Context: an optimization exercise on an open-source flow, tuned for small area. The choices shown serve that exercise and are no tape-out recipe. The RTL was checked by simulation tests, not by an equivalence proof against the original design. No activity file was given, so power comes from the tool's default toggle rates.

## design.v

```verilog
package regfile_pkg;
  localparam int unsigned DATA_W     = 32;
  localparam int unsigned ADDR_W     = 5;
  localparam int unsigned NUM_REGS   = 2 ** ADDR_W;
  localparam int unsigned WR_COUNT_W = 16;
  typedef logic [ADDR_W-1:0] reg_addr_t;
  typedef logic [DATA_W-1:0] reg_data_t;
  function automatic logic [WR_COUNT_W-1:0] sat_inc(input logic [WR_COUNT_W-1:0] val);
    logic [WR_COUNT_W-1:0] res;
    res = (&val) ? val : val + 1'b1;
    sat_inc = res;
  endfunction
endpackage
import regfile_pkg::*;
module reg_read_port
#(
  parameter int unsigned ZERO_REG = 1,
  parameter bit          BYPASS   = 1'b0
) (
  input  logic                               i_rst,
  input  logic [NUM_REGS*DATA_W-1:0]            i_regs,
  input  regfile_pkg::reg_addr_t                          i_rd_addr,
  input  logic                               i_wr_en,
  input  regfile_pkg::reg_addr_t                          i_wr_addr,
  input  regfile_pkg::reg_data_t                          i_wr_data,
  output regfile_pkg::reg_data_t                          o_rd_data
);
  regfile_pkg::reg_data_t w_mux_word;
  logic      w_is_zero_reg;
  logic      w_fwd_hit;
  assign w_mux_word    = i_regs[i_rd_addr*DATA_W +: DATA_W];
  assign w_is_zero_reg = (ZERO_REG != 0) && (i_rd_addr == '0);
  assign w_fwd_hit     = BYPASS && i_wr_en && (i_wr_addr == i_rd_addr) && !w_is_zero_reg;
  always_comb begin
    o_rd_data = w_mux_word;
    if (w_is_zero_reg) begin
      o_rd_data = '0;
    end
    if (w_fwd_hit) begin
      o_rd_data = i_wr_data;
    end
    if (i_rst) begin
      o_rd_data = '0;
    end
  end
endmodule
import regfile_pkg::*;
module reg_bank_32x32
#(
  parameter int unsigned ZERO_REG = 1
) (
  input  logic                  clk,
  input  logic                  rst,
  input  logic                  wr_en,
  input  regfile_pkg::reg_addr_t             wr_addr,
  input  regfile_pkg::reg_data_t             wr_data,
  input  regfile_pkg::reg_addr_t             rs_addr,
  input  regfile_pkg::reg_addr_t             rt_addr,
  input  regfile_pkg::reg_addr_t             dbg_addr,
  output regfile_pkg::reg_data_t             rs_data,
  output regfile_pkg::reg_data_t             rt_data,
  output regfile_pkg::reg_data_t             dbg_data,
  output logic [WR_COUNT_W-1:0] wr_count
);
  localparam bit OperandBypass = 1'b0;
  logic [NUM_REGS*DATA_W-1:0]      r_regs;
  logic [WR_COUNT_W-1:0]           r_wr_count;
  logic                            w_wr_commit;
  logic [NUM_REGS-1:0]             w_wr_sel;
  assign w_wr_commit = wr_en && !((ZERO_REG != 0) && (wr_addr == '0));
  always_comb begin
    w_wr_sel = '0;
    for (int unsigned i = 0; i < NUM_REGS; i++) begin
      w_wr_sel[i] = w_wr_commit && (wr_addr == ADDR_W'(i));
    end
  end
  for (genvar g = 0; g < NUM_REGS; g++) begin : g_reg
    always_ff @(posedge clk or posedge rst) begin
      if (rst) begin
        r_regs[g*DATA_W +: DATA_W] <= '0;
      end else if (w_wr_sel[g]) begin
        r_regs[g*DATA_W +: DATA_W] <= wr_data;
      end
    end
  end
  always_ff @(posedge clk or posedge rst) begin
    if (rst) begin
      r_wr_count <= '0;
    end else if (w_wr_commit) begin
      r_wr_count <= regfile_pkg::sat_inc(r_wr_count);
    end
  end
  assign wr_count = r_wr_count;
  reg_read_port #(
    .ZERO_REG (ZERO_REG),
    .BYPASS   (OperandBypass)
  ) u_rs_port (
    .i_rst     (rst),
    .i_regs    (r_regs),
    .i_rd_addr (rs_addr),
    .i_wr_en   (wr_en),
    .i_wr_addr (wr_addr),
    .i_wr_data (wr_data),
    .o_rd_data (rs_data)
  );
  reg_read_port #(
    .ZERO_REG (ZERO_REG),
    .BYPASS   (OperandBypass)
  ) u_rt_port (
    .i_rst     (rst),
    .i_regs    (r_regs),
    .i_rd_addr (rt_addr),
    .i_wr_en   (wr_en),
    .i_wr_addr (wr_addr),
    .i_wr_data (wr_data),
    .o_rd_data (rt_data)
  );
  reg_read_port #(
    .ZERO_REG (ZERO_REG),
    .BYPASS   (1'b0)
  ) u_dbg_port (
    .i_rst     (rst),
    .i_regs    (r_regs),
    .i_rd_addr (dbg_addr),
    .i_wr_en   (wr_en),
    .i_wr_addr (wr_addr),
    .i_wr_data (wr_data),
    .o_rd_data (dbg_data)
  );
endmodule
```

## run.sh

```bash
#!/bin/bash
# synth_recipe.tcl (not shown) runs the flow's synth.tcl, then flattens the netlist and writes it again
# the make line also repeats each setting of config.mk as NAME=value (left out here)
make -C /OpenROAD-flow-scripts/flow DESIGN_CONFIG=/design/flow/config.mk WORK_HOME=/design/flow/orfs CLKGATE_MAP_FILE= SYNTH_SCRIPT=/design/flow/synth_recipe.tcl finish
```

## constraint.sdc

```tcl
create_clock -name core_clock -period 6.0 [get_ports {clk}]
set_input_delay 1.2000 -clock core_clock [delete_from_list [all_inputs] [get_ports {clk}]]
set_output_delay 1.2000 -clock core_clock [all_outputs]
set_load 0.01 [all_outputs]
```

## config.mk

```make
export PLATFORM = sky130hd
export DESIGN_NAME = reg_bank_32x32
export DESIGN_NICKNAME = reg_bank_32x32
export VERILOG_FILES = /design/flow/design.v
export SDC_FILE = /design/flow/constraint.sdc
export NUM_CORES = 4
export LEC_CHECK = 0
export CAP_MARGIN = 20
export CORE_MARGIN = 2
export CORE_UTILIZATION = 40
export SLEW_MARGIN = 20
```

==> summary.md <==
| Metric | Value |
|---|---|
| Starting Density | `0.404` |
| Post-DP HPWL | `144 mm` |
| Fraction of layout cells with a size suffix above 1 | `0.380` |
| Syn Inst Count | `4,827` |
| Tightest Pin Transition | `1220 ps` |
| Startpoint types | `input port` |
| Final Max Slew Viols | `0` |
| Clock share of power | `0.345` |
| Ys Warns | `2` |
| Count leader, synth | `dfrtp_1` |
| Clock latency on the worst-skew pair | `790 ps` |
| Post-synth top cells | `dfrtp_1 (1,040), mux2_2 (979), mux2i_1 (762), mux4_2 (353), clkbuf_1 (288)` |
| Syn nets | `4,883` |
| Clock skew | `54.9 ps` |
| Area grow syn2layout | `13.6%` |
| CP Max Fanout | `19` |
| Die H | `399 µm` |
| Synth top area cells | `dfrtp_1 (42%), mux2_2 (18%), mux4_2 (13%), mux2i_1 (12%), a22oi_1 (3.4%)` |
| Synthesized area | `62,400 µm²` |
| Fin Hold WS | `373 ps` |
| Initial antenna violation count | `11` |
| DRC errors left | `0` |
| Crit-path most repeated cell | `clkdlybuf4s50_1` |
| Met3 wire len | `22.1 mm` |
| Setup crit end kind | `primary output` |
| MaxCap Viol Count | `0` |
| Vias | `46,200` |
| Vias in the first global route | `45,000` |
| Total power | `22.4 mW` |
| Min-Delay Path Class | `register to register` |
| # rows | `144` |
| Leakage power | `30.4 nW` |
| Post-CTS Setup Bufs | `0` |
| Post_cts resized | `0` |
| Status | `complete, no violations` |
| Die area | `159,000 µm²` |
| Post-route cell area | `70,900 µm²` |
| Post-cts hold buffer count | `0` |
| Setup TNS | `0 ps` |
| Comb power frac | `0.225` |
| Power density cells | `317 nW/µm²` |
| NumNets Final | `4,838` |
| EDFF count, synth | `0` |
| Slowest CP cell | `nor4_2` |
| Post-layout min period | `5650 ps` |
| WS Path Type | `input port to primary output` |
| Critical path cell sequence | `clkdlybuf4s50_1 -> inv_1 -> nor4_2 -> buf_12 -> nand2_1 -> nand4_1 -> clkdlybuf4s50_1` |
| Overall Global Routing Usage | `0.286` |
| DRT Pass-1 Iters | `5` |
| Yosys reg bits | `1,040` |
| Chip Width | `399 µm` |
| Critical Path RT | `4800 ps` |
| Finished Layout Cells | `6,934` |
| Root Buffer | `clkbuf_16` |
| R2r setup slk | `3930 ps` |
| Routed WL | `230 mm` |
| Peak VDD IR | `0.255 mV` |
| Final Hold Violating Endpoints | `0` |
| GPL Wtd Cong | `0.897` |
| WL/cell | `33.2 µm` |
| IO Port Bufs | `166` |
| CTS tree | `built` |
| # setup viols final | `0` |
| Cell family with most CP delay | `buffers and inverters` |
| Unrepaired setup endpoints after global routing | `no` |
| Clk slew on worst S/H paths | `60 ps` |
| Core Footprint | `154,000 µm²` |
| Post-synthesis sequential area ratio | `0.417` |
| Syn_area_per_cell | `12.9 µm²` |
| P_int | `15.7 mW` |
| Metal2 WL | `102 mm` |
| Post-route clock period utilization | `0.942` |
| Area after DPL | `66,800 µm²` |
| Detail Route Antenna Nets | `0` |
| Max Fclk | `177 MHz` |
| Post-synth top flop | `dfrtp_1` |
| Slowest stage delay, CP | `840 ps` |
| Worst slew margin relative to its limit | `0.188` |
| CP Data Arrival Time | `4450 ps` |
| CTS Buf Count | `117` |
| 1st-iter DRT viols | `5,557` |
| Global route overflow | `0` |
| Post-synth ARST share | `1.00` |
| Sw frac | `0.300` |
| CP bufs+invs | `4` |
| Max layer used | `met5` |
| Pin count of the biggest net entering global routing | `171` |
| Vias per Instance | `6.66` |
| Power share of the sequential group | `0.431` |
| Netlist cell types | `54` |
| Clock Sinks | `1,040` |
| First-pass GRT wire length | `330 mm` |
| Number of placed I/O pins | `167` |
| Area fraction of the dominant cell type after synthesis | `0.417` |
| NetSw | `6.74 mW` |
| Clk buf depth | `3` |
| H-tree levels | `3` |
| Largest area contributor in the netlist | `dfrtp_1` |
| Metal-1 WL | `94.6 mm` |
| Cells after DPL | `6,706` |
## kinds of logic after synthesis
logic type | synth area share
xor+xnor | 0.00197
compound gates | 0.0810
simple gates | 0.0300
flops | 0.417
buf+inv | 0.0399
fa+ha+maj | 0.000201
mux | 0.430
## per-layer routing
| layer | vias up | global-route usage |
|---|---|---|
| met4 | 14 | 0.131 |
| met5 | - | 0 |
| met2 | 2428 | 0.428 |
| met3 | 589 | 0.0678 |
| met1 | 24300 | 0.392 |
| li1 | 18800 | - |
## layout make-up
| class | count | area (µm²) |
|---|---|---|
| clock inverter | 52 | 709 |
| clock buffer | 169 | 3410 |
| sequential | 1040 | 26000 |
| fill | 13700 | 83500 |
| timing repair buffer | 391 | 3940 |
| multi-input combinational | 3225 | 34200 |
| inverter | 7 | 30.0 |
| tap | 2044 | 2560 |
| antenna | 6 | 15.0 |
## power by group through the flow
stage	registers [mW]	logic, mW	clock network, mW
after floorplan	9.40	3.71	0
after global placement	9.64	4.93	0
after detailed placement	9.73	5.00	0
after CTS	9.61	5.02	7.85
after global routing	9.86	5.37	8.14
final	9.67	5.04	7.73
## registers in the layout, indices dropped and copies added (netlist names)
name	count
r_wr_count	16
r_regs	1024
## layout by cell type (no fill, tap or decap), drive strengths merged, types with 5 or more instances in the layout
cell           count
nor4               8
clkinv            32
xor2               6
o21ai             97
nand2            151
nor3               9
nor4b              5
bufinv            13
nand4            104
clkdlybuf4s50    135
nor2b             10
o22ai            281
nand3             14
clkbuf           169
mux2i            762
buf              256
a221oi            63
xnor2              8
inv               10
nor2              23
a22oi            283
mux2             997
diode              6
nand2b             7
dfrtp           1040
mux4             353
## path summary, 6_finish.rpt
check                                   start       endpoint  cells after the start
worst min-delay path               r_regs[11]     r_regs[11]                      0
worst max-delay path               rs_addr[2]    rs_data[15]                      7
worst min register to register     r_regs[11]     r_regs[11]                      0
max in group asynchronous                 rst    r_regs[436]                      5
worst max register to register  r_wr_count[9]  r_wr_count[1]                      4
min in group asynchronous                 rst     r_regs[34]                      3
## per-stage QoR
stage                      util  setup WS [ps]
after floorplan               -         -14000
after global placement    0.433            506
after detailed placement  0.433            495
after CTS                 0.460            472
after global routing      0.459            308
final                     0.459            350

[port drivers added, routing unchanged]
The results above use ideal ports. As a check the final layout listed here was re-extracted and re-timed, cells and wires unchanged.
Step 1 assumes that a clkbuf_16 drives the clock port and a buf_2 every other input.
Step 2 times the ports against the registers' clock, not the clock port: input delays grow and output delays shrink by t, the midpoint of the rising clock arrivals with the driver on.
Slacks: ideal ports / drivers / drivers and shift; pairs: ideal ports / drivers.
t, ns: 0.843
setup WS [ns]: 0.350 / 0.282 / 0.282
slew at the worst register clock pin (ns): 0.07 / 0.07
After both steps setup and hold are still met in this run. For this run, drivers alone change the setup slack by -0.068 ns; drivers and shift together by -0.068 ns.
